From an optimization exercise on the open Yosys and OpenROAD flow, aimed at small area, a short achievable clock period and few clock cycles; shortcuts taken in it are not production practice. In this exercise RTL edits were held to simulation tests only and were not proved equivalent to the original. The flow treats the clock pin as an ideal source, which a real chip does not have. No activity file was given, so power comes from the tool's default toggle rates.

===== design/flow/flow/run.sh =====
#!/bin/bash
# Standard layout, with faster port buffers and a tighter setup target for repair.
set -o pipefail
bash standard.sh SETUP_SLACK_MARGIN=5.6 "BUFFER_PORTS_ARGS=-buffer_cell sky130_fd_sc_hd__buf_2" finish > standard.log 2>&1

===== design/flow/standard.sh =====
#!/bin/bash
# synth_recipe.tcl (not shown) runs the flow's synth.tcl, then flattens the netlist and writes it again
# the make line also repeats each setting of config.mk as NAME=value (left out here)
make -C /OpenROAD-flow-scripts/flow DESIGN_CONFIG=/design/flow/config.mk WORK_HOME=/design/flow/orfs CLKGATE_MAP_FILE= SYNTH_SCRIPT=/design/flow/synth_recipe.tcl "${@:-finish}"

===== design/flow/config.mk =====
export PLATFORM = sky130hd
export DESIGN_NAME = echoPortalTop
export DESIGN_NICKNAME = echoPortalTop
export VERILOG_FILES = /design/flow/design.v
export SDC_FILE = /design/flow/constraint.sdc
export NUM_CORES = 4
export LEC_CHECK = 0
export CAP_MARGIN = 20
export CORE_MARGIN = 2
export CORE_UTILIZATION = 40
export SETUP_SLACK_MARGIN = 5
export SLEW_MARGIN = 20

===== design/flow/constraint.sdc =====
create_clock -name core_clock -period 8.5 [get_ports {CLK}]
set_input_delay 1.7000 -clock core_clock [delete_from_list [all_inputs] [get_ports {CLK}]]
set_output_delay 1.7000 -clock core_clock [all_outputs]
set_load 0.01 [all_outputs]

===== design/flow/design.v =====
package echoPortalPkg;
  typedef struct packed {
    logic [7:0]  wordCount;   
    logic [7:0]  method;
    logic [15:0] portal;
  } portalHeaderT;
  typedef struct packed {
    logic [7:0]                                 method;
    logic [2:0]                                 wordCount;   
    logic [4-1:0][32-1:0] words;
  } requestMsgT;
  typedef struct packed {
    logic [7:0]                                 method;
    logic [2:0]                                 wordCount;   
    logic [5-1:0][32-1:0] words;
  } indicationMsgT;
endpackage
`timescale 1ns/10ps
module echoPortalTop (
  input  logic                  CLK,
  input  logic                  RST_N,
  input  logic                  sinkBeat,
  input  logic [32-1:0] sinkData,
  input  logic                  sinkLast,
  output logic                  sinkReady,
  input  logic                  sourceBeat,
  output logic                  sourceValid,
  output logic [32-1:0] sourceData,
  output logic                  sourceLast,
  output logic                  badPortal
);
  localparam int D = 4;    
  localparam int M = 3;    
  localparam logic [1:0] C_ECHO = 2'd0, C_SWAP = 2'd1, C_SUM = 2'd2, C_ERR = 2'd3;
  localparam int SEG = 8;                   
  localparam int NS  = 32 / SEG;     
  logic          inHdr;      
  logic          pend;       
  logic [2:0]    cnt;        
  logic          curBad;     
  logic [1:0]    curCls;     
  logic [1:0]    hdrCls;
  logic          taken, keepSt, commit, endEv, push;
  logic [2:0]    pushK;
  logic [32-1:0] mem [D];
  logic [D-1:0]  wrOH;       
  logic [D-1:0]  wrSel;      
  logic [D-1:0]  rdOH;       
  logic [D-1:0]  occT;       
  logic          pop;
  logic [1:0]    mCls [M];
  logic [2:0]    mK   [M];
  logic [M-1:0]  mWrOH, mRdOH;
  logic [M-1:0]  mOccT;      
  logic          mPop, qPush;
  always_comb begin
    case (sinkData[23:16])
      8'h00: hdrCls = C_ECHO;
      8'h01: hdrCls = C_SWAP;
      8'h02:  hdrCls = C_SUM;
      default:      hdrCls = C_ERR;
    endcase
  end
  assign taken  = sinkBeat && sinkReady;
  assign keepSt = !inHdr && !cnt[2] && !curBad && (curCls != C_ERR);
  assign commit = taken && keepSt;
  assign endEv  = pend || (taken && sinkLast && !inHdr);
  assign push   = endEv && !curBad;
  assign pushK  = (inHdr || curCls == C_ERR) ? 3'd0 : (cnt[2] ? 3'd4 : cnt + 3'd1);
  always_ff @(posedge CLK) begin
    if (!RST_N) begin
      inHdr     <= 1'b1;
      pend      <= 1'b0;
      cnt       <= '0;
      curBad    <= 1'b0;
      curCls    <= C_ECHO;
      badPortal <= 1'b0;
    end else begin
      badPortal <= endEv && curBad;
      pend      <= taken && sinkLast && inHdr;
      if (taken) begin
        inHdr <= sinkLast;
        if (inHdr) begin
          curBad <= (sinkData[15:0] != 16'h0005);
          curCls <= hdrCls;
          cnt    <= '0;
        end else if (!cnt[2]) begin
          cnt <= cnt + 3'd1;
        end
      end
    end
  end
  always_ff @(posedge CLK) begin
    for (int i = 0; i < D; i++)
      if (wrSel[i]) mem[i] <= sinkData;
  end
  always_ff @(posedge CLK) begin
    for (int i = 0; i < M; i++)
      if (qPush && mWrOH[i]) begin
        mCls[i] <= curCls;
        mK[i]   <= pushK;
      end
  end
  logic [D-1:0] occTNext, wrOHNext;
  logic         fullNext, nextKeep, mRoom0, mRoom1, pendGood;
  always_comb begin
    case ({commit, pop})
      2'b10:   occTNext = {occT[D-2:0], 1'b1};
      2'b01:   occTNext = {1'b0, occT[D-1:1]};
      default: occTNext = occT;
    endcase
    wrOHNext = commit ? {wrOH[D-2:0], wrOH[D-1]} : wrOH;
    fullNext = !pop && (occT[D-1] || (occT[D-2] && commit));
    nextKeep = taken ? (!sinkLast && (inHdr || (keepSt && cnt < 3'd3))) : keepSt;
    pendGood = pend && !curBad;
    mRoom0   = pendGood ? !mOccT[M-2] : !mOccT[M-1];
    mRoom1   = pendGood ? !mOccT[M-3] : !mOccT[M-2];
  end
  always_ff @(posedge CLK) begin
    if (!RST_N) begin
      occT      <= '0;
      wrOH      <= D'(1);
      wrSel     <= D'(1);
      rdOH      <= D'(1);
      mOccT     <= '0;
      mWrOH     <= M'(1);
      mRdOH     <= M'(1);
      sinkReady <= 1'b1;
    end else begin
      occT  <= occTNext;
      wrOH  <= wrOHNext;
      wrSel <= fullNext ? '0 : wrOHNext;
      if (pop)   rdOH  <= {rdOH[D-2:0], rdOH[D-1]};
      if (qPush) mWrOH <= {mWrOH[M-2:0], mWrOH[M-1]};
      if (mPop)  mRdOH <= {mRdOH[M-2:0], mRdOH[M-1]};
      case ({qPush, mPop})
        2'b10:   mOccT <= {mOccT[M-2:0], 1'b1};
        2'b01:   mOccT <= {1'b0, mOccT[M-1:1]};
        default: mOccT <= mOccT;
      endcase
      sinkReady <= ((taken && sinkLast) ? mRoom1 : mRoom0) && !(fullNext && nextKeep);
    end
  end
  logic [2:0]            oRem;      
  logic                  oSwap, oSumPend;
  logic [32-1:0] acc;
  logic [NS-1:0]         accCy;     
  logic [32-1:0] accNext, cyVec, sumFold;
  logic [NS-1:0]         accCyNext;
  logic                  adv, idleOut, load;
  logic [32-1:0] head;
  logic [1:0]            qCls, hCls;
  logic [2:0]            qK, hK;
  always_comb begin
    accCyNext = '0;
    cyVec     = '0;
    for (int j = 0; j < NS; j++) begin
      logic [SEG:0] t;
      t = {1'b0, acc[j*SEG +: SEG]} + {1'b0, head[j*SEG +: SEG]} + {{SEG{1'b0}}, (j > 0) && accCy[j]};
      accNext[j*SEG +: SEG] = t[SEG-1:0];
      if (j + 1 < NS) accCyNext[j+1] = t[SEG];
      if (j > 0) cyVec[j*SEG] = accCy[j];
    end
    sumFold = acc + cyVec;
  end
  always_comb begin
    head = '0;
    for (int i = 0; i < D; i++)
      head = head | (mem[i] & {32{rdOH[i]}});
    qCls = '0;
    qK   = '0;
    for (int i = 0; i < M; i++) begin
      qCls = qCls | (mCls[i] & {2{mRdOH[i]}});
      qK   = qK   | (mK[i]   & {3{mRdOH[i]}});
    end
  end
  assign adv     = !sourceValid || sourceBeat;
  assign idleOut = (oRem == 3'd0) && !oSumPend;
  assign hCls    = mOccT[0] ? qCls : curCls;
  assign hK      = mOccT[0] ? qK : pushK;
  assign load    = mOccT[0] || push;
  assign pop     = adv && (oRem != 3'd0);
  assign mPop    = adv && idleOut && mOccT[0];
  assign qPush   = push && !(adv && idleOut && !mOccT[0]);
  always_ff @(posedge CLK) begin
    if (!RST_N) begin
      sourceValid <= 1'b0;
      oRem        <= '0;
      oSumPend    <= 1'b0;
    end else if (adv) begin
      if (oRem != 3'd0) begin
        sourceValid <= 1'b1;
        oRem        <= oRem - 3'd1;
      end else if (oSumPend) begin
        sourceValid <= 1'b1;
        oSumPend    <= 1'b0;
      end else begin
        sourceValid <= load;
        oRem        <= load ? hK : 3'd0;
        oSumPend    <= load && (hCls == C_SUM);
      end
    end
  end
  always_ff @(posedge CLK) begin
    if (adv) begin
      if (oRem != 3'd0) begin
        sourceData <= oSwap ? {head[15:0], head[31:16]} : head;
        sourceLast <= (oRem == 3'd1) && !oSumPend;
        acc        <= accNext;
        accCy      <= accCyNext;
      end else if (oSumPend) begin
        sourceData <= sumFold;
        sourceLast <= 1'b1;
      end else begin
        sourceData <= {5'd0, hK + {2'd0, hCls == C_SUM},
                       (hCls == C_ERR) ? 8'hFF : {6'd0, hCls},
                       16'h0006};
        sourceLast <= (hK == 3'd0) && (hCls != C_SUM);
        oSwap      <= (hCls == C_SWAP);
        acc        <= '0;
        accCy      <= '0;
      end
    end
  end
endmodule

==> results.txt, run 1 <==
status=timing/DRC/antenna clean; DR vias=8,138; DR DRC count=0; sw frac=37.1%; Max clock buf depth=3; full die area=30,800 um2; Rows=62; async set-reset flop share out of synthesis=0%; met2 WL=12.3 mm; DR top layer=met4; Slew headroom=32.7%; Synth Warn #=4; area delta synth->final=17.2%; GRT Resource Usage Total=18.5%; number of flops mapped to enable cells by yosys=212; Seq/Total Area, Yosys=61.0%; Syn Area/Cell=12.0 um2; share of cells above drive strength 1=16.7%; Reg power frac=35.9%; # diodes=0; Pins Over Slew Limit=0; Slew @ Worst Pin=1.01 ns; Starting Density=40.8%; WP buf/inv=1; Setup TNS=0 ns; Hold Crit Class=reg -> reg; number of port buffers=72; 1st-pass router iterations=5; root buf cell=clkbuf_16; WL met3=1.71 mm; Final Core Density=47.8%; Combinational Power Share=39.7%; clk sinks=252; CTS clock-pin slew for the worst setup and hold paths=0.06 ns; Die Y=175 um; CTS tree=yes; Routed WL per cell=19.8 um; clock share of power=24.3%; arrival time at the worst endpoint=1.08 ns; # Max-Cap Violations=0; hold buffer count at cts=0; most common cell after layout, fill and taps aside=edfxtp_1; GRT overflow=0; crit end category=output pin; Post-Syn Instances=981; Placer Congestion=0.798; Primary FF master, synth=edfxtp_1; Mapped Nets=1,065; CP required=6.80 ns; Crit Path Class=reg -> out; pin count of the biggest net entering global routing=64; Post-Route Skew=0.0281 ns; Vias per Instance=5.57; Final setup viols=0; DR iter-0 viols=837; first-pass GRT wire length=44.4 mm; RSZ-0062 raised after global routing=true; Clock Latency Late Sink=0.55 ns; Slowest-stage cell, CP=dfxtp_4; total count of hold-check failures in the final report=0; Tmin final=2.78 ns; met1 WL=14.2 mm; PwrDens=358 nW/um2; vias in the first global route=7,626; number of synthesized register bits=252; Post-DRT Antenna Nets=0; maximum vdd drop=0.000183 V; H-tree Lvls=1; internal power=0.00310 W; Net Sw Power=0.00183 W; Die W=175 um; filler instances=2,557; Top Family by Delay on Critical Path=flip-flops; IO Pins=73; most frequent cells in the layout=edfxtp_1 (212), nor2_1 (76), buf_2 (72); core area=28,800 um2; hold_ws=0.479 ns; slowest cell delay on critical path=0.40 ns; # nets final=1,140; CP cell instances=buf_2; Synth cell types=69; post-DP HPWL=18.6 mm; Final period util=32.8%; fmax=359 MHz; Mapped Area=11,700 um2; number of CTS-inserted buffers=28; antenna violations before repair=1; Total Routed Length=28.9 mm; Setup crit start kind=register; CP max FO=11; Static Leak=5.07 nW
## cells in the mapped netlist, drive strengths merged, types with 7 or more instances
library cell / count / share of area (%)
edfxtp: 212 / 54
nor2: 77 / 2.5
nand2: 68 / 2.2
a22oi: 60 / 3.8
o21ai: 58 / 2.5
a21oi: 53 / 2.3
nand3: 46 / 2.0
dfxtp: 40 / 6.8
ha: 40 / 4.3
inv: 34 / 1.1
clkbuf: 26 / 0.83
nor3: 25 / 1.2
buf: 24 / 0.97
mux2i: 16 / 1.4
and2: 13 / 0.69
xnor2: 13 / 0.97
nand2b: 11 / 0.59
o21a: 11 / 0.70
o22ai: 10 / 0.53
xor2: 9 / 0.67
a211oi: 8 / 0.51
nand4: 8 / 0.43
nor2b: 8 / 0.43
fa: 7 / 1.2
## kinds of logic after synthesis
group	share of synthesized area, %
simple gates	12.2
buf+inv	2.92
compound gates	15.1
fa+ha+maj	5.45
mux	1.65
flops	61.0
xor+xnor	1.64
## metal layers
metal / vias to the layer above / track usage, %
met1: 3928 / 29.1
met4: 0 / 4.72
met5: - / 0
met3: 46 / 2.27
met2: 257 / 27.0
li1: 3907 / -
## through the flow
stage	cells	area, um2	worst slack [ns]	power [W]
after floorplan	981	11800	4.93	0.00307
after global placement	1400	12600	4.51	0.00356
after detailed placement	1400	12600	4.44	0.00359
after CTS	1454	13600	5.58	0.00482
after global routing	1462	13800	5.58	0.00524
final	1462	13800	5.72	0.00492
## path summary, 6_finish.rpt
check / from / cells after the start / slack, ns / to
setup reg to reg: rdOH[0] / 12 / 5.73 / acc[30]
setup / recovery: sinkReady / 1 / 5.72 / sinkReady
hold reg to reg: mWrOH[0] / 1 / 0.48 / mWrOH[0]
hold / removal: mWrOH[0] / 1 / 0.48 / mWrOH[0]
## worst reg2reg max path: cells and delay by family (launching register included)
family | cells | cell delay, ns
fa+ha+maj | 2 | 0.60
simple gates | 1 | 0.06
flops | 1 | 0.37
buf+inv | 3 | 0.38
compound gates | 6 | 1.20
## power by group through the flow
stage               sequential [W]  combinational, W  clock, W
floorplan                  0.00179           0.00128         0
global placement           0.00178           0.00179         0
detailed placement         0.00178           0.00181         0
CTS                        0.00176           0.00185   0.00122
global route               0.00179           0.00217   0.00127
finish                     0.00177           0.00195   0.00120
## flip-flops by register name (all words and copies together), names as in the netlist, 6 cells and up
| register | count |
|---|---|
| acc | 32 |
| mCls | 6 |
| mK | 9 |
| mem | 128 |
| sourceData | 32 |
## cell type report
type / instances / area (um2) / area share (%)
Sequential cell: 252 / 7170 / 52.1
Multi-Input combinational cell: 644 / 4430 / 32.2
Clock buffer: 33 / 719 / 5.22
Timing Repair Buffer: 94 / 622 / 4.52
Tap cell: 384 / 480 / 3.49
Clock inverter: 19 / 195 / 1.42
Inverter: 35 / 140 / 1.02
Timing Repair inverter: 1 / 7.51 / 0.0545
## what timing repair did
| action | CTS | global route |
|---|---|---|
| buffers inserted | 1 | 6 |
| pin swaps | 0 | 4 |
| endpoints found under the setup margin | 29 | 35 |
| gates cloned | 1 | 2 |
| resized for setup | 16 | 28 |
Testbench counts, summed over its fixed seeds: cycles 7,470.
==> run 2: changes to the inputs <==
--- a/design/flow/design.v
+++ b/design/flow/design.v
@@ -46,3 +46,2 @@
   logic [D-1:0]  wrOH;       
-  logic [D-1:0]  wrSel;      
   logic [D-1:0]  rdOH;       
@@ -94,3 +93,3 @@
     for (int i = 0; i < D; i++)
-      if (wrSel[i]) mem[i] <= sinkData;
+      if (wrOH[i] && !occT[D-1]) mem[i] <= sinkData;
   end
@@ -105,2 +104,3 @@
   logic         fullNext, nextKeep, mRoom0, mRoom1, pendGood;
+  logic [M-1:0] mOccA;
   always_comb begin
@@ -115,4 +115,5 @@
     pendGood = pend && !curBad;
-    mRoom0   = pendGood ? !mOccT[M-2] : !mOccT[M-1];
-    mRoom1   = pendGood ? !mOccT[M-3] : !mOccT[M-2];
+    mOccA    = mPop ? {1'b0, mOccT[M-1:1]} : mOccT;
+    mRoom0   = pendGood ? !mOccA[M-2] : !mOccA[M-1];
+    mRoom1   = pendGood ? !mOccA[M-3] : !mOccA[M-2];
   end
@@ -122,3 +123,2 @@
       wrOH      <= D'(1);
-      wrSel     <= D'(1);
       rdOH      <= D'(1);
@@ -131,3 +131,2 @@
       wrOH  <= wrOHNext;
-      wrSel <= fullNext ? '0 : wrOHNext;
       if (pop)   rdOH  <= {rdOH[D-2:0], rdOH[D-1]};
==> design/flow/flow/run.sh (replaced) <==
#!/bin/bash
# Standard layout, with faster port buffers, a smaller clock tree and a
# tighter setup target for repair.
set -o pipefail
bash standard.sh SETUP_SLACK_MARGIN=5.8 \
  "BUFFER_PORTS_ARGS=-buffer_cell sky130_fd_sc_hd__buf_2" \
  "CTS_ARGS=-sink_clustering_enable -repair_clock_nets -buf_list sky130_fd_sc_hd__clkbuf_16 -sink_clustering_size 25 -sink_clustering_max_diameter 120" \
  finish > standard.log 2>&1
==> run 2 against run 1 <==
  * Global-route usage fell by 0.42 points
  * Critical path type unchanged
  * Via count fell by 2.1%
  * Power fell by 12%
  * Final cell count fell by 1.2%
  * First-iteration DRC count fell by 4.9%
  * Critical endpoint is now sourceData[31]
  * Routed wire length fell by 1.7%
  * Non-clock buffer count rose by 15
==> results.txt, run 2 <==
clock share of power=15.0%; Final period util=32.6%; IO Pins=73; synth cell count leaders=edfxtp_1 (212), nand2_1 (77), nor2_1 (75), a21oi_1 (72), a22oi_1 (56); DR DRC count=0; count leader, synth=edfxtp_1; status=timing/DRC/antenna clean; Top Family by Delay on Critical Path=flip-flops; Net Sw Power=0.00167 W; Hold Crit Class=reg -> reg; Pins Over Slew Limit=0; DR iter-0 viols=796; Combinational Power Share=44.2%; Post-Syn Instances=977; number of synthesized register bits=248; Static Leak=4.88 nW; Setup crit start kind=register; CP required=6.80 ns; # diodes=0; Slew headroom=31.5%; first-pass GRT wire length=42.8 mm; Die W=174 um; Vias per Instance=5.52; most common cell after layout, fill and taps aside=edfxtp_1; Routed WL per cell=19.7 um; Placed Area=12,500 um2; Design Area, Final=13,300 um2; filler instances=2,616; Crit Path Class=reg -> out; Slowest-stage cell, CP=edfxtp_1; sw frac=38.4%; CP cell instances=buf_2; fmax=361 MHz; RSZ-0062 raised after global routing=true; pin count of the biggest net entering global routing=64; internal power=0.00268 W; DR vias=7,971; root buf cell=clkbuf_16; WHS Endpoint=wrOH[1]; Mapped Nets=1,061; Syn Area/Cell=11.9 um2; full die area=30,400 um2; reg2reg start=rdOH[0]; Starting Density=40.6%; Slew @ Worst Pin=1.03 ns; number of CTS-inserted buffers=13; GRT Resource Usage Total=18.1%; Tmin final=2.77 ns; Post-Route Skew=0.0209 ns; core area=28,600 um2; # Max-Cap Violations=0; most frequent cells in the layout=edfxtp_1 (212), nor2_1 (75), nand2_1 (72), buf_2 (72), a21oi_1 (68); total count of hold-check failures in the final report=0; Min-Delay Path Depth=2; worst reg2reg path depth=11; share of cells above drive strength 1=17.2%; async set-reset flop share out of synthesis=0%; slowest cell delay on critical path=0.43 ns; CTS clock-pin slew for the worst setup and hold paths=0.10 ns; Clock Latency Late Sink=0.49 ns; hold buffer count at cts=0; H-tree Lvls=1; Largest register FFs=128; Worst R2R End=accCy[3]; Synth cell types=66; Post-DRT Antenna Nets=0; Pwr Total=0.00435 W; hold_ws=0.476 ns; R2R setup slack=5.83 ns; Reg power frac=40.8%; Area contributors post-synth=edfxtp_1 (55%), dfxtp_1 (6.2%), ha_1 (4.3%), a22oi_1 (3.6%), a21oi_1 (3.1%); hold path startpoint=wrOH[1]; Max clock buf depth=3; crit end category=output pin; clk sinks=248; Die Y=174 um; Seq/Total Area, Yosys=61.0%; GRT overflow=0; Setup TNS=0 ns; Synth Warn #=4; maximum vdd drop=0.000169 V; CTS tree=yes; Synth area leader=edfxtp_1; CP max FO=1; Total Routed Length=28.4 mm; vias in the first global route=7,249; Mapped Area=11,600 um2; Rows=62; Register Area=7100 um2; post-DP HPWL=18.9 mm; WP buf/inv=1; share of the synthesized area in the top cell type=54.8%; # nets final=1,141; biggest regs=mem (128), acc (32), sourceData (32); Largest Register=mem; 1st-pass router iterations=6; area delta synth->final=14.5%; arrival time at the worst endpoint=1.07 ns; area of the multi-input gates=4460 um2; antenna violations before repair=1; Primary FF master, synth=edfxtp_1; post-place setup slack=5.11 ns; PwrDens=327 nW/um2; number of flops mapped to enable cells by yosys=212; Placer Congestion=0.816; Final Worst Setup Slack=5.73 ns; number of port buffers=72; Final setup viols=0
-- run 2: cell types whose count changed after synthesis, moves of 5 or more --
cell | before | now
a21oi_1 | 53 | 72
and2_1 | 13 | 7
buf_2 | 16 | 10
nand2_1 | 68 | 77
nor2b_1 | 8 | 13
xnor2_1 | 13 | 18
xor2_1 | 9 | 14
-- run 2: how the worst max path moves through the flow --
stage | startpoint | end | slack (ns) | cells past startpoint
floorplan | sourceBeat | mOccT[1] | 5.45 | 10
global placement | sourceBeat | mOccT[1] | 5.12 | 11
detailed placement | sourceBeat | mOccT[2] | 5.11 | 10
CTS | rdOH[1] | accCy[2] | 5.67 | 10
global route | rdOH[2] | accCy[1] | 5.65 | 11
finish | sourceData[31] | sourceData[31] | 5.73 | 1
-- run 2: logic make-up after synthesis --
family	share of synthesized area, %
compound gates	15.4
mux	1.03
flops	61.0
buf+inv	2.97
xor+xnor	2.41
simple gates	11.6
fa+ha+maj	5.51
-- run 2: metrics by stage --
step	utilization (%)	cells
final	46.5	1445
after detailed placement	43.7	1399
after global routing	46.5	1445
after global placement	43.7	1399
after floorplan	-	977
after CTS	45.4	1423
-- run 2: worst reg2reg max path, delay by kind of cell, from the launching register on --
family | cells | cell delay [ns]
AO/OA/AOI/OAI | 7 | 1.25
adder cells (fa/ha/maj) | 2 | 0.65
flip-flops | 1 | 0.36
buffers and inverters | 2 | 0.17
-- run 2: routing by layer --
metal / share of wire [%] / GRT usage [%]
met1: 48 / 28.1
met2: 44 / 26.9
met3: 6.2 / 2.93
met4: 1.4 / 3.40
met5: 0.025 / 0
-- run 2: power groups by stage --
stage	combinational, W	sequential, W	clock (W)
6_report	0.00192	0.00177	0.000650
5_1_grt	0.00212	0.00181	0.000703
4_1_cts	0.00179	0.00178	0.000663
3_5_place_dp	0.00173	0.00180	0
3_3_place_gp	0.00170	0.00180	0
2_1_floorplan	0.00124	0.00178	0
-- run 2: layout make-up --
cell class              instances  area share (%)
well taps                     384            3.61
inverters                      39            1.28
flip-flops and latches        248            53.4
clock inverters                 6           0.169
repair inverters                2           0.132
repair buffers                109            5.45
clock buffers                  13            2.45
multi-input cells             644            33.5
-- run 2: timing repair --
action | in CTS | in global routing
setup endpoints to repair | 96 | 64
gates resized for setup | 31 | 28
gates cloned | 2 | 1
setup buffers | 3 | 21
pin swaps | 2 | 10
Testbench counts of run 2, summed over its fixed seeds: cycles 7,454.
==> run 3: changes to the inputs <==
--- a/design/flow/flow/run.sh
+++ b/design/flow/flow/run.sh
@@ -4,3 +4,3 @@
 set -o pipefail
-bash standard.sh SETUP_SLACK_MARGIN=5.8 \
+bash standard.sh SETUP_SLACK_MARGIN=5.6 \
   "BUFFER_PORTS_ARGS=-buffer_cell sky130_fd_sc_hd__buf_2" \
==> run 3 against run 2 <==
  * Critical path type is now reg -> reg
  * Clock-buffer cell count unchanged
  * Global-route usage down 0.52 points
  * Routed wire length down 3.2%
  * Core utilization down 1.1 points
  * Power down 3.5%
  * Non-clock buffer count down 25
  * Still clean
==> results.txt, run 3 <==
Largest Register=mem; Setup TNS=0 ns; 1st-pass router iterations=5; DR vias=7,826; Post-Route Skew=0.0202 ns; most frequent cells in the layout=edfxtp_1 (212), nand2_1 (75), nor2_1 (75); vias in the first global route=7,225; hold buffer count at cts=0; Max clock buf depth=3; CTS clock-pin slew for the worst setup and hold paths=0.10 ns; share of the synthesized area in the top cell type=54.8%; WP buf/inv=1; reg2reg start=rdOH[0]; CTS tree=yes; Final setup viols=0; Synth Warn #=4; Die W=174 um; Die Y=174 um; Final period util=33.1%; count leader, synth=edfxtp_1; Area contributors post-synth=edfxtp_1 (55%), dfxtp_1 (6.2%), ha_1 (4.3%), a22oi_1 (3.6%), a21oi_1 (3.1%); pin count of the biggest net entering global routing=64; CP cell instances=clkbuf_8, a22o_1, a221oi_4, fa_1, fa_1, nor2b_1, o21ai_0, a21boi_1, o21ai_0, a211oi_1; root buf cell=clkbuf_16; Worst R2R End=acc[14]; biggest regs=mem (128), acc (32), sourceData (32); first-pass GRT wire length=41.6 mm; number of flops mapped to enable cells by yosys=212; Post-DRT Antenna Nets=0; CP startpoint=rdOH[0]; async set-reset flop share out of synthesis=0%; Post-Syn Instances=977; Vias per Instance=5.52; Min-Delay Path Depth=2; post-DP HPWL=18.9 mm; antenna violations before repair=1; Synth cell types=66; arrival time at the worst endpoint=3.13 ns; number of synthesized register bits=248; share of cells above drive strength 1=13.2%; status=timing/DRC/antenna clean; R2R setup slack=5.69 ns; Hold Crit Class=reg -> reg; clk sinks=248; Setup crit start kind=register; GRT overflow=0; Slew headroom=27.8%; Mapped Area=11,600 um2; area delta synth->final=11.7%; number of CTS-inserted buffers=13; CP endpoint=acc[14]; DR DRC count=0; Rows=62; most common cell after layout, fill and taps aside=edfxtp_1; crit end category=register; Seq/Total Area, Yosys=61.0%; Synth area leader=edfxtp_1; Clock Latency Late Sink=0.48 ns; DR iter-0 viols=723; Mapped Nets=1,061; Total Routed Length=27.5 mm; core area=28,600 um2; Static Leak=4.71 nW; Final Worst Setup Slack=5.69 ns; PwrDens=324 nW/um2; worst reg2reg path depth=10; number of cells on the critical path=10; Pwr Total=0.00420 W; Syn Area/Cell=11.9 um2; Top Family by Delay on Critical Path=compound AO/OA/AOI/OAI gates; maximum vdd drop=0.000131 V; Crit Path Class=reg -> reg; # nets final=1,115; # Max-Cap Violations=0; post-place setup slack=5.12 ns; CP max FO=34; total count of hold-check failures in the final report=0; Starting Density=40.6%; fmax=356 MHz; slowest cell delay on critical path=0.43 ns; Slew @ Worst Pin=1.08 ns; # diodes=0; Primary FF master, synth=edfxtp_1; synth cell count leaders=edfxtp_1 (212), nand2_1 (77), nor2_1 (75), a21oi_1 (72), a22oi_1 (56); CP required=8.82 ns; IO Pins=73; Tmin final=2.81 ns; H-tree Lvls=1; hold_ws=0.488 ns; Slowest-stage cell, CP=fa_1; Largest register FFs=128; GRT Resource Usage Total=17.6%; RSZ-0062 raised after global routing=true; full die area=30,400 um2; Routed WL per cell=19.4 um; Pins Over Slew Limit=0; Placer Congestion=0.827; number of port buffers=72
-- run 3: cell counts after synthesis --
No cell type changed its count.
-- run 3: cells by family (layout without fill, tap and decap cells) --
| kind of cell | after synthesis | after routing | synth area share [%] |
|---|---|---|---|
| AO/OA/AOI/OAI | 270 | 270 | 15.4 |
| buffers and inverters | 85 | 142 | 2.97 |
| AND/OR/NAND/NOR | 283 | 283 | 11.6 |
| flip-flops | 248 | 248 | 61.0 |
| multiplexers | 12 | 12 | 1.03 |
| XOR/XNOR | 32 | 32 | 2.41 |
| adder cells (fa/ha/maj) | 47 | 47 | 5.51 |
-- run 3: where the power goes --
| group | internal, W | total [W] | switching, W |
|---|---|---|---|
| Combinational | 0.000689 | 0.00178 | 0.00109 |
| Sequential | 0.00162 | 0.00177 | 0.000153 |
| Clock | 0.000280 | 0.000650 | 0.000370 |
-- run 3: through the flow --
stage | instance area, um2 | util [%] | instances
final | 13000 | 45.3 | 1418
after global routing | 13000 | 45.3 | 1418
after CTS | 12900 | 44.9 | 1415
after detailed placement | 12500 | 43.6 | 1397
after global placement | 12500 | 43.6 | 1397
after floorplan | 11700 | - | 977
-- run 3: timing repair --
action,in CTS,in global routing
resized for setup,9,16
pin swaps,0,1
hold endpoints to repair,0,0
setup endpoints to repair,12,14
buffers inserted,0,2
cloned,0,1
-- run 3: tightest hold or removal path: stages, from the launching register on --
cell,delay [ns]
dfxtp_1,0.32
inv_1,0.05
a221oi_1,0.07
-- run 3: final cells by class --
class                   instances  area, um2
well taps                     384        480
multi-input cells             644       4400
flip-flops and latches        248       7090
inverters                      39        169
repair inverters                1       8.76
clock buffers                  13        325
clock inverters                 5       18.8
repair buffers                 84        480
fillers                      2556      15700
-- run 3: how the worst min path moves through the flow --
stage             start  endpoint  slack (ns)
3_5_place_dp   mWrOH[0]  mWrOH[0]        0.47
2_1_floorplan   wrOH[1]   wrOH[1]        0.44
6_report        occT[0]   occT[0]        0.49
3_3_place_gp    occT[0]   occT[0]        0.46
5_1_grt         wrOH[3]   wrOH[3]        0.51
4_1_cts         wrOH[1]   wrOH[1]        0.49
-- run 3: layer usage --
metal	vias to the layer above	part of all wire [%]	global-route usage (%)
met1	3796	50	27.8
met2	200	44	26.3
met3	15	5.4	2.27
li1	3813	-	-
met4	2	0.77	2.59
met5	-	0.044	0
==> run 4: changes to the inputs <==
==> design/flow/flow/run.sh (replaced) <==
#!/bin/bash
set -o pipefail
bash standard.sh SETUP_SLACK_MARGIN=5.9 \
  "BUFFER_PORTS_ARGS=-buffer_cell sky130_fd_sc_hd__buf_2" \
  "PRE_CTS_TCL=$PWD/flow/clock_tree.tcl" \
  "CTS_ARGS=-clk_nets CLK" \
  finish > standard.log 2>&1
==> design/flow/flow/clock_tree.tcl (new file) <==
# Two-level clock tree: the clock port drives one root buffer, which drives NL leaf buffers, each
# placed at the centre of a group of flip-flops cut from the placement by
# alternate x/y median splits; each leaf drives its group's clock pins.
proc split_groups {pins n} {
  # pins: list of {x y iterm}; returns n groups
  set groups [list $pins]
  set axis 0
  while {[llength $groups] < $n} {
    set ng {}
    foreach g $groups {
      set s [lsort -integer -index $axis $g]
      set h [expr {[llength $s] / 2}]
      lappend ng [lrange $s 0 [expr {$h - 1}]] [lrange $s $h end]
    }
    set groups $ng
    set axis [expr {1 - $axis}]
  }
  return $groups
}
proc mk_clock_tree {nl bufname rootname} {
  set db [ord::get_db]
  set block [ord::get_db_block]
  set clk [$block findNet CLK]
  set master [$db findMaster $bufname]
  set pins {}
  foreach it [$clk getITerms] {
    set inst [$it getInst]
    set bb [$inst getBBox]
    lappend pins [list [expr {([$bb xMin] + [$bb xMax]) / 2}] [expr {([$bb yMin] + [$bb yMax]) / 2}] $it]
  }
  set groups [split_groups $pins $nl]
  # root buffer at the centre of all the clock pins, driven by the port
  set sx 0; set sy 0
  foreach p $pins { incr sx [lindex $p 0]; incr sy [lindex $p 1] }
  set root [odb::dbInst_create $block [$db findMaster $rootname] "clkroot"]
  $root setLocation [expr {$sx / [llength $pins]}] [expr {$sy / [llength $pins]}]
  $root setPlacementStatus PLACED
  set rnet [odb::dbNet_create $block "clknet_root"]
  $rnet setSigType CLOCK
  [$root findITerm A] connect $clk
  [$root findITerm X] connect $rnet
  foreach t [$root getITerms] { if {[[$t getMTerm] getSigType] eq "POWER"} { $t connect [$block findNet VDD] } elseif {[[$t getMTerm] getSigType] eq "GROUND"} { $t connect [$block findNet VSS] } }
  set i 0
  foreach g $groups {
    set sx 0; set sy 0
    foreach p $g { incr sx [lindex $p 0]; incr sy [lindex $p 1] }
    set cx [expr {$sx / [llength $g]}]; set cy [expr {$sy / [llength $g]}]
    set inst [odb::dbInst_create $block $master "clkleaf_$i"]
    $inst setLocation $cx $cy
    $inst setPlacementStatus PLACED
    set net [odb::dbNet_create $block "clknet_leaf_$i"]
    $net setSigType CLOCK
    foreach p $g {
      set it [lindex $p 2]
      $it disconnect
      $it connect $net
    }
    [$inst findITerm A] connect $rnet
    [$inst findITerm X] connect $net
    foreach t [$inst getITerms] { if {[[$t getMTerm] getSigType] eq "POWER"} { $t connect [$block findNet VDD] } elseif {[[$t getMTerm] getSigType] eq "GROUND"} { $t connect [$block findNet VSS] } }
    incr i
  }
}

mk_clock_tree 8 sky130_fd_sc_hd__clkbuf_16 sky130_fd_sc_hd__clkbuf_16
==> run 4 against run 3 <==
  * Synthesized area is the same
  * Power is 7.6% higher
  * Cell area grew 7.8%
  * Sequential share of layout area decreased by 3.9 points
  * Combinational power is 23% higher
  * Via count increased by 6.0%
  * Register-to-register slack better by 0.17 ns
  * Routed wire length is 8.3% higher
  * Critical path depth decreased by 9
  * Critical path type is now reg -> out
  * Largest power group unchanged
  * Highest routed layer is now met4
==> results.txt, run 4 <==
post-DP HPWL=19.0 mm; CTS clock-pin slew for the worst setup and hold paths=0.12 ns; Die W=174 um; share of cells above drive strength 1=25.0%; Top Family by Delay on Critical Path=flip-flops; Synth Warn #=4; CP max FO=1; hold path startpoint=wrOH[2]; Clock Latency Late Sink=0.42 ns; total count of hold-check failures in the final report=0; Final period util=31.9%; Slowest-stage cell, CP=edfxtp_1; share of the synthesized area in the top cell type=54.8%; Pins Over Slew Limit=0; Slew @ Worst Pin=1.07 ns; # diodes=0; Largest register FFs=128; antenna violations before repair=0; CP cell instances=buf_2; status=timing/DRC/antenna clean; # nets final=1,176; first-pass GRT wire length=45.9 mm; Mapped Nets=1,061; GRT Resource Usage Total=19.1%; vias in the first global route=7,846; Mapped Area=11,600 um2; RSZ-0062 raised after global routing=true; synth cell count leaders=edfxtp_1 (212), nand2_1 (77), nor2_1 (75), a21oi_1 (72), a22oi_1 (56); Tmin final=2.71 ns; full die area=30,400 um2; Setup TNS=0 ns; GRT overflow=0; DR iter-0 viols=918; Crit Path Class=reg -> out; crit end category=output pin; Post-Syn Instances=977; # Max-Cap Violations=0; Slew headroom=28.2%; Setup crit start kind=register; DR vias=8,295; slowest cell delay on critical path=0.44 ns; most common cell after layout, fill and taps aside=edfxtp_1; number of synthesized register bits=248; Rows=62; Routed WL per cell=20.2 um; Hold Crit Class=reg -> reg; Die Y=174 um; arrival time at the worst endpoint=1.01 ns; async set-reset flop share out of synthesis=0%; Vias per Instance=5.63; maximum vdd drop=0.000129 V; most frequent cells in the layout=edfxtp_1 (212), nor2_1 (74), nand2_1 (66); Largest Register=mem; number of port buffers=72; DR DRC count=0; 1st-pass router iterations=6; Placer Congestion=0.824; Post-DRT Antenna Nets=0; IO Pins=73; Seq/Total Area, Yosys=61.0%; Final setup viols=0; Starting Density=40.6%; hold buffer count at cts=0; area delta synth->final=20.4%; Synth cell types=66; biggest regs=mem (128), acc (32), sourceData (32); Register Area=7100 um2; area of the multi-input gates=4760 um2; Placed Cells=1,400; Post-Route Skew=0.0249 ns; count leader, synth=edfxtp_1; Static Leak=5.12 nW; filler instances=2,518; core area=28,600 um2; Area contributors post-synth=edfxtp_1 (55%), dfxtp_1 (6.2%), ha_1 (4.3%), a22oi_1 (3.6%), a21oi_1 (3.1%); PwrDens=323 nW/um2; number of flops mapped to enable cells by yosys=212; Primary FF master, synth=edfxtp_1; fmax=369 MHz; Layout Cells excl Fill=1,474; Syn Area/Cell=11.9 um2; reg2reg start=rdOH[0]; pin count of the biggest net entering global routing=73; CP required=6.80 ns; WP buf/inv=1; Total Routed Length=29.8 mm; CP startpoint=sourceData[16]; Synth area leader=edfxtp_1
[run 4: what timing repair did]
action / CTS / global route
buffers inserted: 39 / 20
gates resized for setup: 105 / 60
setup endpoints to repair: 141 / 71
cloned: 6 / 0
pin swaps: 31 / 30
[run 4: metrics by stage]
stage	cell area [um2]	util [%]	hold slack, ns	power, W	worst slack [ns]
floorplan	11800	-	0.445	0.00302	5.45
global placement	12500	43.7	0.459	0.00350	5.12
detailed placement	12500	43.7	0.470	0.00353	5.09
CTS	13600	47.5	0.474	0.00421	5.48
global route	14000	48.9	0.521	0.00479	5.73
finish	14000	48.9	0.496	0.00452	5.79
[run 4: layout make-up]
class,instances,area share [%]
Tap cell,384,3.44
Buffer,9,1.61
Timing Repair inverter,2,0.233
Inverter,39,1.24
Sequential cell,248,50.8
Multi-Input combinational cell,644,34.0
Timing Repair Buffer,148,8.63
[run 4: path summary, 6_finish.rpt]
path,to,slack [ns],cells past startpoint
setup reg to reg,accCy[3],5.86,12
hold / removal,wrOH[2],0.50,2
setup / recovery,sourceData[16],5.79,1
hold reg to reg,wrOH[2],0.50,2
[run 4: layer usage]
layer | wire (um) | share of wire (%) | track usage [%]
met5 | 0 | 0 | 0
met4 | 419 | 1.4 | 2.63
met3 | 1630 | 5.5 | 1.90
met2 | 13900 | 47 | 31.1
met1 | 13900 | 47 | 28.5
[run 4: cell families after synthesis]
kind of cell / Yosys count / share of synthesized area (%)
AO/OA/AOI/OAI: 270 / 15.4
XOR/XNOR: 32 / 2.41
adder cells (fa/ha/maj): 47 / 5.51
buffers and inverters: 85 / 2.97
flip-flops: 248 / 61.0
multiplexers: 12 / 1.03
AND/OR/NAND/NOR: 283 / 11.6
[run 4: power by group]
| group | internal [W] | switching, W |
|---|---|---|
| Clock | 0.000194 | 0.000347 |
| Combinational | 0.000951 | 0.00124 |
| Sequential | 0.00162 | 0.000164 |
==> run 5: changes to the inputs <==
--- a/design/flow/design.v
+++ b/design/flow/design.v
@@ -34,3 +34,3 @@
   localparam logic [1:0] C_ECHO = 2'd0, C_SWAP = 2'd1, C_SUM = 2'd2, C_ERR = 2'd3;
-  localparam int SEG = 8;                   
+  localparam int SEG = 4;                   
   localparam int NS  = 32 / SEG;     
@@ -106,7 +106,6 @@
   always_comb begin
-    case ({commit, pop})
-      2'b10:   occTNext = {occT[D-2:0], 1'b1};
-      2'b01:   occTNext = {1'b0, occT[D-1:1]};
-      default: occTNext = occT;
-    endcase
+    for (int i = 0; i < D; i++)
+      occTNext[i] = ((i + 1 < D) ? occT[(i + 1) % D] : 1'b0)
+                  | (occT[i] && (!pop || commit))
+                  | (((i > 0) ? occT[(i + D - 1) % D] : 1'b1) && commit && !pop);
     wrOHNext = commit ? {wrOH[D-2:0], wrOH[D-1]} : wrOH;
@@ -134,7 +133,6 @@
       if (mPop)  mRdOH <= {mRdOH[M-2:0], mRdOH[M-1]};
-      case ({qPush, mPop})
-        2'b10:   mOccT <= {mOccT[M-2:0], 1'b1};
-        2'b01:   mOccT <= {1'b0, mOccT[M-1:1]};
-        default: mOccT <= mOccT;
-      endcase
+      for (int i = 0; i < M; i++)
+        mOccT[i] <= ((i + 1 < M) ? mOccT[(i + 1) % M] : 1'b0)
+                  | (mOccT[i] && (!mPop || qPush))
+                  | (((i > 0) ? mOccT[(i + M - 1) % M] : 1'b1) && qPush && !mPop);
       sinkReady <= ((taken && sinkLast) ? mRoom1 : mRoom0) && !(fullNext && nextKeep);
==> run 5 against run 4 <==
  * Critical path depth unchanged
  * First-iteration DRC count shrank 20%
  * Core utilization shrank 1.7 points
  * Critical path type unchanged
==> results.txt, run 5 <==
Slew @ Worst Pin=0.860 ns; hold buffer count at cts=0; filler instances=2,590; PwrDens=314 nW/um2; 1st-pass router iterations=5; maximum vdd drop=0.000215 V; Post-Syn Instances=938; WL met3=1.48 mm; Primary FF master, synth=edfxtp_1; Synth area leader=edfxtp_1; Placer Congestion=0.824; Combinational Power Share=44.8%; DR top layer=met4; number of flops mapped to enable cells by yosys=216; arrival time at the worst endpoint=1.01 ns; IO Pins=73; Design Area, Final=13,600 um2; Tmin final=2.71 ns; # Max-Cap Violations=0; number of synthesized register bits=252; Final period util=31.9%; Synth Area in Compound Gates=15.5%; DR iter-0 viols=733; Top Family by Delay on Critical Path=flip-flops; multiplexer area fraction after synthesis=0.599%; clock share of power=12.6%; Synth Area in Adders=6.80%; crit end category=output pin; GRT overflow=0; WP buf/inv=1; met2 WL=12.2 mm; CP max FO=1; sw frac=38.5%; post-synthesis xor/xnor area fraction=2.99%; async set-reset flop share out of synthesis=0%; first-pass GRT wire length=43.4 mm; largest family of logic cells by synthesized area=compound AO/OA/AOI/OAI gates; synth cell count leaders=edfxtp_1 (216), nand2_1 (77), a21oi_1 (66), nor2_1 (60), a22oi_1 (58); Crit Path Class=reg -> out; Hold Crit Class=reg -> reg; Syn Area/Cell=12.5 um2; Final Worst Setup Slack=5.79 ns; DR DRC count=0; Die W=175 um; most frequent cells in the layout=edfxtp_1 (216), nand2_1 (69), buf_2 (65); Static Leak=5.09 nW; Slowest-stage cell, CP=edfxtp_1; internal power=0.00262 W; # nets final=1,118; Rows=62; Reg power frac=42.6%; post-place setup slack=5.01 ns; Vias per Instance=5.53; simple-gate share of the synthesized area=10.5%; Net Sw Power=0.00164 W; Post-Route Skew=0.0176 ns; Pins Over Slew Limit=0; Total Routed Length=27.8 mm; Synth cell types=66; Area contributors post-synth=edfxtp_1 (55%), dfxtp_1 (6.2%), ha_1 (4.1%), a22oi_1 (3.7%), a21oi_1 (2.8%); share of cells above drive strength 1=19.2%; Largest Register=mem; Setup TNS=0 ns; biggest regs=mem (128), acc (32), sourceData (32); pin count of the biggest net entering global routing=64; fmax=369 MHz; Setup crit start kind=register; Largest register FFs=128; CP required=6.80 ns; CP cell instances=buf_2; Placed Area=12,500 um2; Post-DRT Antenna Nets=0; GRT Resource Usage Total=17.8%; post-DP HPWL=18.2 mm; number of port buffers=72; full die area=30,600 um2; status=timing/DRC/antenna clean; antenna violations before repair=0; Die Y=175 um; CTS clock-pin slew for the worst setup and hold paths=0.12 ns; Slew headroom=42.5%; count leader, synth=edfxtp_1; Clock Latency Late Sink=0.41 ns; area delta synth->final=16.0%; share of the synthesized area in the top cell type=55.4%; Seq/Total Area, Yosys=61.6%; core area=28,800 um2; total count of hold-check failures in the final report=0; Starting Density=40.7%; Synth Warn #=4; Mapped Area=11,700 um2; Mapped Nets=1,028; Routed WL per cell=19.7 um; RSZ-0062 raised after global routing=true; vias in the first global route=7,460; slowest cell delay on critical path=0.44 ns; Final setup viols=0; DR vias=7,797; Layout Cells excl Fill=1,410; most common cell after layout, fill and taps aside=edfxtp_1; met1 WL=13.7 mm; Placed Cells=1,361; # diodes=0
==> run 5: logic make-up after synthesis <==
| group | after synthesis |
|---|---|
| and+or+nand+nor | 252 |
| AOI/OAI and AO/OA | 272 |
| DFF | 252 |
| muxes | 7 |
| buffers and inverters | 60 |
| adders and majority gates | 55 |
| xor gates and xnor gates | 40 |
==> run 5: final cells by class <==
| type | count | area [um2] | area share, % |
|---|---|---|---|
| repair buffers | 124 | 1030 | 7.61 |
| plain buffers | 9 | 225 | 1.66 |
| well taps | 384 | 480 | 3.54 |
| inverters | 14 | 62.6 | 0.461 |
| repair inverters | 1 | 7.51 | 0.0553 |
| multi-input cells | 626 | 4550 | 33.6 |
| flip-flops and latches | 252 | 7210 | 53.1 |
==> run 5: timing repair <==
item / in CTS / in global routing
pin swaps: 19 / 3
gates cloned: 7 / 0
buffers inserted: 32 / 1
endpoints found under the setup margin: 127 / 65
resized for setup: 68 / 28
==> run 5: stage by stage <==
step	utilization, %	hold slack [ns]	total power, W
finish	47.2	0.501	0.00426
global route	47.2	0.541	0.00455
CTS	46.8	0.469	0.00411
detailed placement	43.6	0.456	0.00356
global placement	43.6	0.452	0.00353
floorplan	-	0.435	0.00303
==> run 5: worst paths after layout <==
path                       from              to  slack [ns]  cells after the start
hold reg to reg         rdOH[1]         rdOH[2]        0.50                      2
hold / removal          rdOH[1]         rdOH[2]        0.50                      2
setup reg to reg      curCls[0]  sourceData[25]        5.98                      8
setup / recovery  sourceData[0]   sourceData[0]        5.79                      1
==> run 5: routing by layer <==
metal	vias to the layer above	track usage [%]
met2	204	27.1
li1	3736	-
met5	-	0
met3	19	1.65
met4	0	2.19
met1	3838	28.4
==> run 5: power by group through the flow <==
stage / Combinational, W / Sequential [W] / Clock (W)
after floorplan: 0.00120 / 0.00184 / 0
final: 0.00191 / 0.00181 / 0.000537
after global routing: 0.00212 / 0.00185 / 0.000586
after CTS: 0.00187 / 0.00184 / 0.000393
after global placement: 0.00169 / 0.00184 / 0
after detailed placement: 0.00172 / 0.00184 / 0
Testbench counts of run 5, summed over its fixed seeds: cycles 7,454.
==> run 6: changes to the inputs <==
==> design/flow/flow/run.sh (replaced) <==
#!/bin/bash
set -o pipefail
bash standard.sh SETUP_SLACK_MARGIN=5.75 \
  "BUFFER_PORTS_ARGS=-buffer_cell sky130_fd_sc_hd__buf_2" \
  "PRE_CTS_TCL=$PWD/flow/clock_tree.tcl" \
  "CTS_ARGS=-clk_nets CLK" \
  finish > standard.log 2>&1
--- a/design/flow/flow/clock_tree.tcl
+++ b/design/flow/flow/clock_tree.tcl
@@ -64,2 +64,2 @@
 
-mk_clock_tree 8 sky130_fd_sc_hd__clkbuf_16 sky130_fd_sc_hd__clkbuf_16
+mk_clock_tree 16 sky130_fd_sc_hd__clkbuf_16 sky130_fd_sc_hd__clkbuf_16
==> run 6 against run 5 <==
  * Still clean on timing, DRC and antenna
  * Combinational power shrank 4%
  * Flip-flop and latch count did not move
  * First-iteration DRC count up 11%
  * Power is 2.9% higher
  * Hold slack worse by 0.025 ns
  * Core utilization shrank 1.1 points
  * Clock skew fell by 0.0071 ns
==> results.txt, run 6 <==
full die area=30,600 um2; Synth cell types=66; # diodes=0; Mapped Nets=1,028; IO Pins=73; GR peak layer=met1; core area=28,800 um2; Post-DRT Antenna Nets=0; arrival time at the worst endpoint=1.00 ns; Post-Route Skew=0.0105 ns; crit end category=output pin; reg2reg start=curCls[0]; CP required=6.80 ns; Setup crit start kind=register; Starting Density=40.7%; Tmin final=2.70 ns; number of flops mapped to enable cells by yosys=216; most frequent cells in the layout=edfxtp_1 (216), nand2_1 (73), buf_2 (71); Synth area leader=edfxtp_1; Mapped Area=11,700 um2; total count of hold-check failures in the final report=0; share of cells above drive strength 1=15.6%; biggest regs=mem (128), acc (32), sourceData (32); synth cell count leaders=edfxtp_1 (216), nand2_1 (77), a21oi_1 (66), nor2_1 (60), a22oi_1 (58); Final period util=31.8%; Final Worst Setup Slack=5.80 ns; RSZ-0062 raised after global routing=true; Top Family by Delay on Critical Path=flip-flops; Seq/Total Area, Yosys=61.6%; Die W=175 um; Die Y=175 um; DR DRC count=0; hold buffer count at cts=0; slowest cell delay on critical path=0.38 ns; async set-reset flop share out of synthesis=0%; # nets final=1,102; Total Routed Length=27.4 mm; most common cell after layout, fill and taps aside=edfxtp_1; met3 usage=1.41%; 1st-pass router iterations=5; share of the synthesized area in the top cell type=55.4%; DR iter-0 viols=813; maximum vdd drop=0.000220 V; Crit Path Class=reg -> out; GRT Resource Usage Total=17.7%; Synth Warn #=4; Min-Delay Path Depth=2; CTS clock-pin slew for the worst setup and hold paths=0.07 ns; Design Area, Final=13,300 um2; R2R setup slack=5.89 ns; # Max-Cap Violations=0; Placed Area=12,500 um2; Slew @ Worst Pin=0.731 ns; Largest register FFs=128; Rows=62; Clock Latency Late Sink=0.47 ns; Placer Congestion=0.808; count leader, synth=edfxtp_1; pin count of the biggest net entering global routing=64; Pins Over Slew Limit=0; Post-Syn Instances=938; antenna violations before repair=0; first-pass GRT wire length=42.9 mm; DR vias=7,690; Area contributors post-synth=edfxtp_1 (55%), dfxtp_1 (6.2%), ha_1 (4.1%), a22oi_1 (3.7%), a21oi_1 (2.8%); hold path startpoint=mWrOH[0]; Vias per Instance=5.52; Setup TNS=0 ns; WP buf/inv=1; post-DP HPWL=18.1 mm; Primary FF master, synth=edfxtp_1; Largest Register=mem; CP max FO=1; Hold Crit Class=reg -> reg; Final setup viols=0; post-place setup slack=4.98 ns; Worst R2R End=sourceData[25]; area delta synth->final=13.3%; number of synthesized register bits=252; Syn Area/Cell=12.5 um2; Final Core Density=46.1%; number of port buffers=72; GR Layer Usage met2=26.7%; M1 GR Usage=28.6%; Slew headroom=51.3%; fmax=370 MHz; GRT overflow=0; worst reg2reg path depth=8; CP cell instances=buf_2; PwrDens=331 nW/um2; Slowest-stage cell, CP=edfxtp_1; Routed WL per cell=19.7 um; Pwr Total=0.00438 W; vias in the first global route=7,305; WHS Endpoint=mWrOH[0]; status=timing/DRC/antenna clean; Static Leak=4.97 nW
-- run 6: cell count changes in the layout (fill, tap and decap cells not counted), moves of 4 or more --
| cell | previous run | this run |
|---|---|---|
| buf_16 | 5 | 0 |
| buf_6 | 17 | 6 |
| nand2_1 | 69 | 73 |
| clkbuf_16 | 9 | 17 |
| buf_4 | 28 | 18 |
| buf_2 | 65 | 71 |
-- run 6: where the power goes --
part / switching, W / internal (W)
registers: 0.000155 / 0.00166
clock network: 0.000386 / 0.000349
logic: 0.00112 / 0.000719
-- run 6: cells by family (layout without fill, tap and decap cells) --
family,count (synthesis),count (layout),synth area share (%)
buf+inv,60,132,2.00
xor+xnor,40,40,2.99
fa+ha+maj,55,55,6.80
mux,7,7,0.599
compound gates,272,272,15.5
simple gates,252,252,10.5
flops,252,252,61.6
-- run 6: area by class of cell --
cell class	instances	area, um2
fillers	2618	15500
multi-input cells	626	4430
flip-flops and latches	252	7210
well taps	384	480
inverters	14	58.8
repair buffers	100	648
repair inverters	1	7.51
plain buffers	17	425
-- run 6: worst max path at each step --
stage	from	cells after the start	endpoint	slack (ns)
after floorplan	sourceBeat	5	occT[0]	5.54
after detailed placement	sourceBeat	6	occT[0]	4.98
after CTS	sourceBeat	8	mK[0][1]	5.44
after global routing	sourceData[8]	1	sourceData[8]	5.74
final	sourceData[10]	1	sourceData[10]	5.80
after global placement	sourceBeat	6	occT[0]	5.07
-- run 6: per-stage QoR --
stage | hold slack (ns) | std cells
2_1_floorplan | 0.435 | 938
3_3_place_gp | 0.463 | 1361
3_5_place_dp | 0.458 | 1361
4_1_cts | 0.459 | 1393
5_1_grt | 0.505 | 1394
6_report | 0.476 | 1394
-- run 6: layer usage --
metal  wire length (um)  up-vias
li1                   -     3701
met1              13900     3801
met2              12000      167
met3               1200       21
met4                307        0
met5                  0        -
-- run 6: repair_timing --
item	CTS	global route
gates resized for setup	22	13
cloned	1	0
setup buffers	14	1
setup endpoints to repair	123	28
pin swaps	8	0
==> run 7: changes to the inputs <==
--- a/design/flow/config.mk
+++ b/design/flow/config.mk
@@ -9,3 +9,3 @@
 export CORE_MARGIN = 2
-export CORE_UTILIZATION = 40
+export CORE_UTILIZATION = 55
 export SETUP_SLACK_MARGIN = 5
==> run 7 against run 6 <==
  * Routed wire length increased by 1.2%
  * Register-to-register slack got worse by 0.03 ns
  * Flip-flop and latch count unchanged
  * Largest cell class unchanged
  * Critical path type unchanged
  * Setup slack got worse by 0.029 ns
  * First-iteration DRC count decreased by 26%
  * Die area decreased by 27%
  * Still clean on timing, DRC and antenna
==> results.txt, run 7 <==
reg2reg start=rdOH[2]; Tmin final=2.73 ns; number of flops mapped to enable cells by yosys=216; core area=21,000 um2; largest family of logic cells by synthesized area=compound AO/OA/AOI/OAI gates; CP required=6.80 ns; CP cell instances=buf_2; full die area=22,500 um2; # nets final=1,118; async set-reset flop share out of synthesis=0%; maximum vdd drop=0.000236 V; status=timing/DRC/antenna clean; Total Routed Length=27.7 mm; Setup TNS=0 ns; Synth Area in Compound Gates=15.5%; biggest regs=mem (128), acc (32), sourceData (32); total count of hold-check failures in the final report=0; Final period util=32.1%; Synth Warn #=4; Reg power frac=41.0%; IO Pins=73; Clock Latency Late Sink=0.48 ns; hold buffer count at cts=0; multiplexer area fraction after synthesis=0.599%; first-pass GRT wire length=42.3 mm; Placed Area=12,400 um2; Worst R2R End=accCy[7]; Primary FF master, synth=edfxtp_1; Slowest-stage cell, CP=edfxtp_1; Hold Crit Class=reg -> reg; Mapped Area=11,700 um2; R2R setup slack=5.86 ns; Die W=150 um; CTS clock-pin slew for the worst setup and hold paths=0.07 ns; DR vias=7,927; simple-gate share of the synthesized area=10.5%; Rows=53; most common cell after layout, fill and taps aside=edfxtp_1; post-DP HPWL=18.3 mm; Mapped Nets=1,028; share of the synthesized area in the top cell type=55.4%; fmax=366 MHz; # diodes=0; Pins Over Slew Limit=0; post-synthesis xor/xnor area fraction=2.99%; Syn Area/Cell=12.5 um2; Design Area, Final=13,400 um2; Post-DRT Antenna Nets=0; Final setup viols=0; Setup crit start kind=register; Seq/Total Area, Yosys=61.6%; share of cells above drive strength 1=17.2%; Synth area leader=edfxtp_1; Slew headroom=45.7%; Die Y=150 um; worst reg2reg path depth=8; DR DRC count=0; CP endpoint=sourceData[2]; number of cells on the critical path=1; antenna violations before repair=0; Top Family by Delay on Critical Path=flip-flops; PwrDens=331 nW/um2; Static Leak=5.10 nW; clock share of power=16.4%; Largest Register=mem; Routed WL per cell=21.3 um; Net Sw Power=0.00167 W; Largest register FFs=128; number of synthesized register bits=252; Vias per Instance=6.09; CP max FO=1; RSZ-0062 raised after global routing=false; WP buf/inv=1; GRT overflow=0; arrival time at the worst endpoint=1.03 ns; most frequent cells in the layout=edfxtp_1 (216), nand2_1 (72), buf_2 (69); Area contributors post-synth=edfxtp_1 (55%), dfxtp_1 (6.2%), ha_1 (4.1%), a22oi_1 (3.7%), a21oi_1 (2.8%); Starting Density=55.8%; crit end category=output pin; DR iter-0 viols=599; Post-Route Skew=0.0153 ns; vias in the first global route=7,573; number of port buffers=72; CP startpoint=sourceData[2]; Synth Area in Adders=6.80%; # Max-Cap Violations=0; Combinational Power Share=42.7%; Synth cell types=66; internal power=0.00275 W; slowest cell delay on critical path=0.40 ns; sw frac=37.8%; area delta synth->final=14.4%; pin count of the biggest net entering global routing=64; Placer Congestion=0.852; count leader, synth=edfxtp_1; GRT Resource Usage Total=24.5%; synth cell count leaders=edfxtp_1 (216), nand2_1 (77), a21oi_1 (66), nor2_1 (60), a22oi_1 (58); 1st-pass router iterations=7; Post-Syn Instances=938; Crit Path Class=reg -> out; Slew @ Worst Pin=0.813 ns
-- run 7: area by class of cell --
cell class,count,area (um2)
buffer,17,425
fill,1620,7570
inverter,14,58.8
multi-input combinational,626,4440
sequential,252,7210
tap,275,344
timing repair buffer,116,897
timing repair inverter,1,7.51
-- run 7: layer usage --
layer / up-vias / global-route usage [%] / part of all wire (%)
li1: 3749 / - / -
met1: 3888 / 38.0 / 47
met2: 253 / 38.9 / 46
met3: 37 / 1.25 / 5.3
met4: 0 / 5.05 / 2.5
met5: - / 0 / 0
-- run 7: through the flow --
step	worst slack [ns]	total power, W	instances	hold WS [ns]	utilization [%]
final	5.77	0.00443	1301	0.475	63.9
after global routing	5.75	0.00470	1301	0.498	63.9
after CTS	5.48	0.00428	1301	0.461	63.7
after detailed placement	5.01	0.00357	1251	0.460	59.1
after global placement	5.13	0.00351	1251	0.456	59.1
after floorplan	5.54	0.00303	938	0.435	-
-- run 7: logic make-up (layout without fill, tap and decap cells) --
group,after synthesis,in the layout
AO/OA/AOI/OAI,272,272
multiplexers,7,7
flip-flops,252,252
XOR/XNOR,40,40
adder cells (fa/ha/maj),55,55
buffers and inverters,60,148
AND/OR/NAND/NOR,252,252
-- run 7: how the worst min path moves through the flow --
stage / start / end / slack, ns / cells after the start
2_1_floorplan: mWrOH[0] / mWrOH[0] / 0.44 / 2
3_3_place_gp: mWrOH[0] / mWrOH[0] / 0.46 / 2
3_5_place_dp: mWrOH[0] / mWrOH[0] / 0.46 / 2
4_1_cts: mWrOH[0] / mWrOH[0] / 0.46 / 2
5_1_grt: mWrOH[0] / mWrOH[0] / 0.50 / 2
6_report: mWrOH[0] / mWrOH[0] / 0.47 / 2
-- run 7: what timing repair did --
action                                  4_1_cts  5_1_grt
setup buffers                                28        0
endpoints found under the setup margin      117        7
resized for setup                            46        8
pin swaps                                     9        0
cloned                                        5        0
endpoints found under the hold margin         0        0
-- run 7: power by group through the flow --
| stage | logic (W) | clock network, W | registers [W] |
|---|---|---|---|
| 2_1_floorplan | 0.00120 | 0 | 0.00184 |
| 3_5_place_dp | 0.00173 | 0 | 0.00184 |
| 4_1_cts | 0.00186 | 0.000581 | 0.00184 |
| 5_1_grt | 0.00209 | 0.000773 | 0.00184 |
| 3_3_place_gp | 0.00168 | 0 | 0.00183 |
| 6_report | 0.00189 | 0.000726 | 0.00181 |
==> run 8: changes to the inputs <==
--- a/design/flow/flow/clock_tree.tcl
+++ b/design/flow/flow/clock_tree.tcl
@@ -2,16 +2,21 @@
 # placed at the centre of a group of flip-flops cut from the placement by
-# alternate x/y median splits; each leaf drives its group's clock pins.
+# median splits; each leaf drives its group's clock pins.
 proc split_groups {pins n} {
-  # pins: list of {x y iterm}; returns n groups
+  # pins: list of {x y iterm}; returns n groups, splitting the largest group
+  # at its median along its longer side until there are n
   set groups [list $pins]
-  set axis 0
   while {[llength $groups] < $n} {
-    set ng {}
-    foreach g $groups {
-      set s [lsort -integer -index $axis $g]
-      set h [expr {[llength $s] / 2}]
-      lappend ng [lrange $s 0 [expr {$h - 1}]] [lrange $s $h end]
+    set bi 0
+    for {set i 1} {$i < [llength $groups]} {incr i} {
+      if {[llength [lindex $groups $i]] > [llength [lindex $groups $bi]]} { set bi $i }
     }
-    set groups $ng
-    set axis [expr {1 - $axis}]
+    set g [lindex $groups $bi]
+    set xs [lmap p $g {lindex $p 0}]
+    set ys [lmap p $g {lindex $p 1}]
+    set w [expr {[tcl::mathfunc::max {*}$xs] - [tcl::mathfunc::min {*}$xs]}]
+    set h [expr {[tcl::mathfunc::max {*}$ys] - [tcl::mathfunc::min {*}$ys]}]
+    set axis [expr {$w >= $h ? 0 : 1}]
+    set s [lsort -integer -index $axis $g]
+    set half [expr {[llength $s] / 2}]
+    set groups [lreplace $groups $bi $bi [lrange $s 0 [expr {$half - 1}]] [lrange $s $half end]]
   }
@@ -64,2 +69,2 @@
 
-mk_clock_tree 16 sky130_fd_sc_hd__clkbuf_16 sky130_fd_sc_hd__clkbuf_16
+mk_clock_tree 12 sky130_fd_sc_hd__clkbuf_16 sky130_fd_sc_hd__clkbuf_16
--- a/design/flow/config.mk
+++ b/design/flow/config.mk
@@ -9,3 +9,3 @@
 export CORE_MARGIN = 2
-export CORE_UTILIZATION = 55
+export CORE_UTILIZATION = 40
 export SETUP_SLACK_MARGIN = 5
==> run 8 against run 7 <==
  * Hold slack improved by 0.018 ns
  * Still clean
  * Highest routed layer unchanged
  * Die area increased by 36%
  * Synthesized area unchanged
  * Final cell count increased by 6.6%
  * Synthesized cell count unchanged
==> results.txt, run 8 <==
status=timing/DRC/antenna clean; # nets final=1,095; first-pass GRT wire length=42.7 mm; GRT Resource Usage Total=17.6%; share of the synthesized area in the top cell type=55.4%; Routed WL per cell=19.7 um; Area contributors post-synth=edfxtp_1 (55%), dfxtp_1 (6.2%), ha_1 (4.1%), a22oi_1 (3.7%), a21oi_1 (2.8%); # diodes=0; share of cells above drive strength 1=14.9%; total count of hold-check failures in the final report=0; Static Leak=4.90 nW; Setup TNS=0 ns; IO Pins=73; Primary FF master, synth=edfxtp_1; Final period util=31.9%; Net Sw Power=0.00163 W; # Max-Cap Violations=0; Synth cell types=66; Pwr Total=0.00426 W; Starting Density=40.7%; Pins Over Slew Limit=0; crit end category=output pin; count leader, synth=edfxtp_1; Post-Syn Instances=938; CP cell instances=buf_2; slowest cell delay on critical path=0.40 ns; Die W=175 um; WP buf/inv=1; maximum vdd drop=0.000208 V; Largest register FFs=128; Die Y=175 um; number of flops mapped to enable cells by yosys=216; Total Routed Length=27.3 mm; Seq/Total Area, Yosys=61.6%; Post-DRT Antenna Nets=0; Hold Crit Class=reg -> reg; vias in the first global route=7,305; Slew @ Worst Pin=0.787 ns; async set-reset flop share out of synthesis=0%; Mapped Area=11,700 um2; Setup crit start kind=register; Top Family by Delay on Critical Path=flip-flops; number of synthesized register bits=252; antenna violations before repair=0; post-DP HPWL=18.1 mm; Final Core Density=45.6%; area delta synth->final=12.1%; DR DRC count=0; Slew headroom=47.6%; CP required=6.80 ns; PwrDens=325 nW/um2; Slowest-stage cell, CP=edfxtp_1; Tmin final=2.72 ns; Synth area leader=edfxtp_1; DR vias=7,590; core area=28,800 um2; Mapped Nets=1,028; Final setup viols=0; fmax=368 MHz; clock share of power=15.0%; internal power=0.00263 W; Combinational Power Share=42.5%; arrival time at the worst endpoint=1.02 ns; Placer Congestion=0.808; Syn Area/Cell=12.5 um2; hold_ws=0.493 ns; Rows=62; Post-Route Skew=0.0410 ns; hold buffer count at cts=0; RSZ-0062 raised after global routing=false; CP max FO=1; synth cell count leaders=edfxtp_1 (216), nand2_1 (77), a21oi_1 (66), nor2_1 (60), a22oi_1 (58); pin count of the biggest net entering global routing=64; DR iter-0 viols=804; Vias per Instance=5.47; biggest regs=mem (128), acc (32), sourceData (32); most frequent cells in the layout=edfxtp_1 (216), nand2_1 (73), buf_2 (71); most common cell after layout, fill and taps aside=edfxtp_1; full die area=30,600 um2; number of port buffers=72; CTS clock-pin slew for the worst setup and hold paths=0.12 ns; sw frac=38.4%; Clock Latency Late Sink=0.47 ns; 1st-pass router iterations=5; Reg power frac=42.5%; Crit Path Class=reg -> out; Synth Warn #=4; Largest Register=mem; GRT overflow=0
==> run 8: final timing paths <==
kind	from	end	slack, ns	cells past startpoint
worst min-delay path	mWrOH[0]	mWrOH[0]	0.49	2
worst max-delay path	sourceData[10]	sourceData[10]	5.78	1
worst max register to register	rdOH[1]	accCy[4]	5.88	8
worst min register to register	mWrOH[0]	mWrOH[0]	0.49	2
==> run 8: what timing repair did <==
| action | CTS | global route |
|---|---|---|
| endpoints found under the setup margin | 123 | 29 |
| setup buffers | 12 | 0 |
| gates cloned | 1 | 0 |
| resized for setup | 17 | 12 |
| pin swaps | 6 | 0 |
==> run 8: cell type report <==
| class | instances | area, um2 |
|---|---|---|
| timing repair buffer | 97 | 614 |
| fill | 2629 | 15700 |
| inverter | 14 | 58.8 |
| timing repair inverter | 1 | 7.51 |
| multi-input combinational | 626 | 4420 |
| buffer | 13 | 325 |
| sequential | 252 | 7210 |
| tap | 384 | 480 |
==> run 8: layer usage <==
layer  vias to the layer above  GRT usage (%)  routed length [um]  share of wire, %
met2                       160           26.8               12000                44
met1                      3723           28.4               13800                51
met4                         0           1.67                 303               1.1
met3                        15           1.20                1170               4.3
met5                         -              0                   0                 0
li1                       3692              -                   -                 -
==> run 8: cells by family (layout without fill, tap and decap cells) <==
logic type | Yosys count | after routing | synth area share [%]
AOI/OAI and AO/OA | 272 | 272 | 15.5
xor gates and xnor gates | 40 | 40 | 2.99
adders and majority gates | 55 | 55 | 6.80
buffers and inverters | 60 | 125 | 2.00
DFF | 252 | 252 | 61.6
muxes | 7 | 7 | 0.599
and+or+nand+nor | 252 | 252 | 10.5
==> run 8: power groups by stage <==
stage / Combinational (W) / Sequential (W) / Clock (W)
after detailed placement: 0.00173 / 0.00184 / 0
after CTS: 0.00180 / 0.00184 / 0.000487
after global routing: 0.00203 / 0.00184 / 0.000696
after global placement: 0.00170 / 0.00184 / 0
final: 0.00181 / 0.00181 / 0.000637
after floorplan: 0.00120 / 0.00184 / 0
==> run 8: worst reg2reg max path, cell delays in order, from the launching register on <==
cell and delay [ns]:
dfxtp_1 0.38, buf_6 0.22, a22oi_1 0.25, nand2_1 0.19, fa_1 0.47, fa_1 0.42, a21o_1 0.21, a21oi_1 0.15
nor2_1 0.05
==> run 8: per-stage QoR <==
stage / std cells / instance area, um2 / setup slack (ns)
after detailed placement: 1361 / 12500 / 4.98
after global routing: 1387 / 13100 / 5.75
after CTS: 1387 / 13100 / 5.44
after global placement: 1361 / 12500 / 5.07
after floorplan: 938 / 11800 / 5.54
final: 1387 / 13100 / 5.78

port drivers added, routing unchanged:
In the flow no input, the clock included, has a driving cell. The finished layouts below were timed again as built, in two steps. Step 1 sets driving cells, clkbuf_16 on the clock port and buf_2 on the other inputs (assumed; they add their load-dependent delay and slew). Step 2 times the ports against the registers' clock, not the clock port: input delays grow and output delays shrink by t, the midpoint of the rising clock arrivals with the driver on. Slacks: no drivers / after step 1 / after step 2; pairs: no drivers / after step 1.
run	t (ns)	slack for setup (ns)
run 1	0.589	5.715 / 5.668 / 5.187
run 2	0.528	5.728 / 5.677 / 5.370
run 3	0.522	5.688 / 5.660 / 5.245
run 4	0.451	5.788 / 5.742 / 5.428
run 5	0.450	5.788 / 5.744 / 5.502
run 6	0.512	5.800 / 5.756 / 5.420
run 7	0.514	5.771 / 5.728 / 5.454
run 8	0.491	5.785 / 5.741 / 5.446
After both steps setup and hold are still met in every run listed.
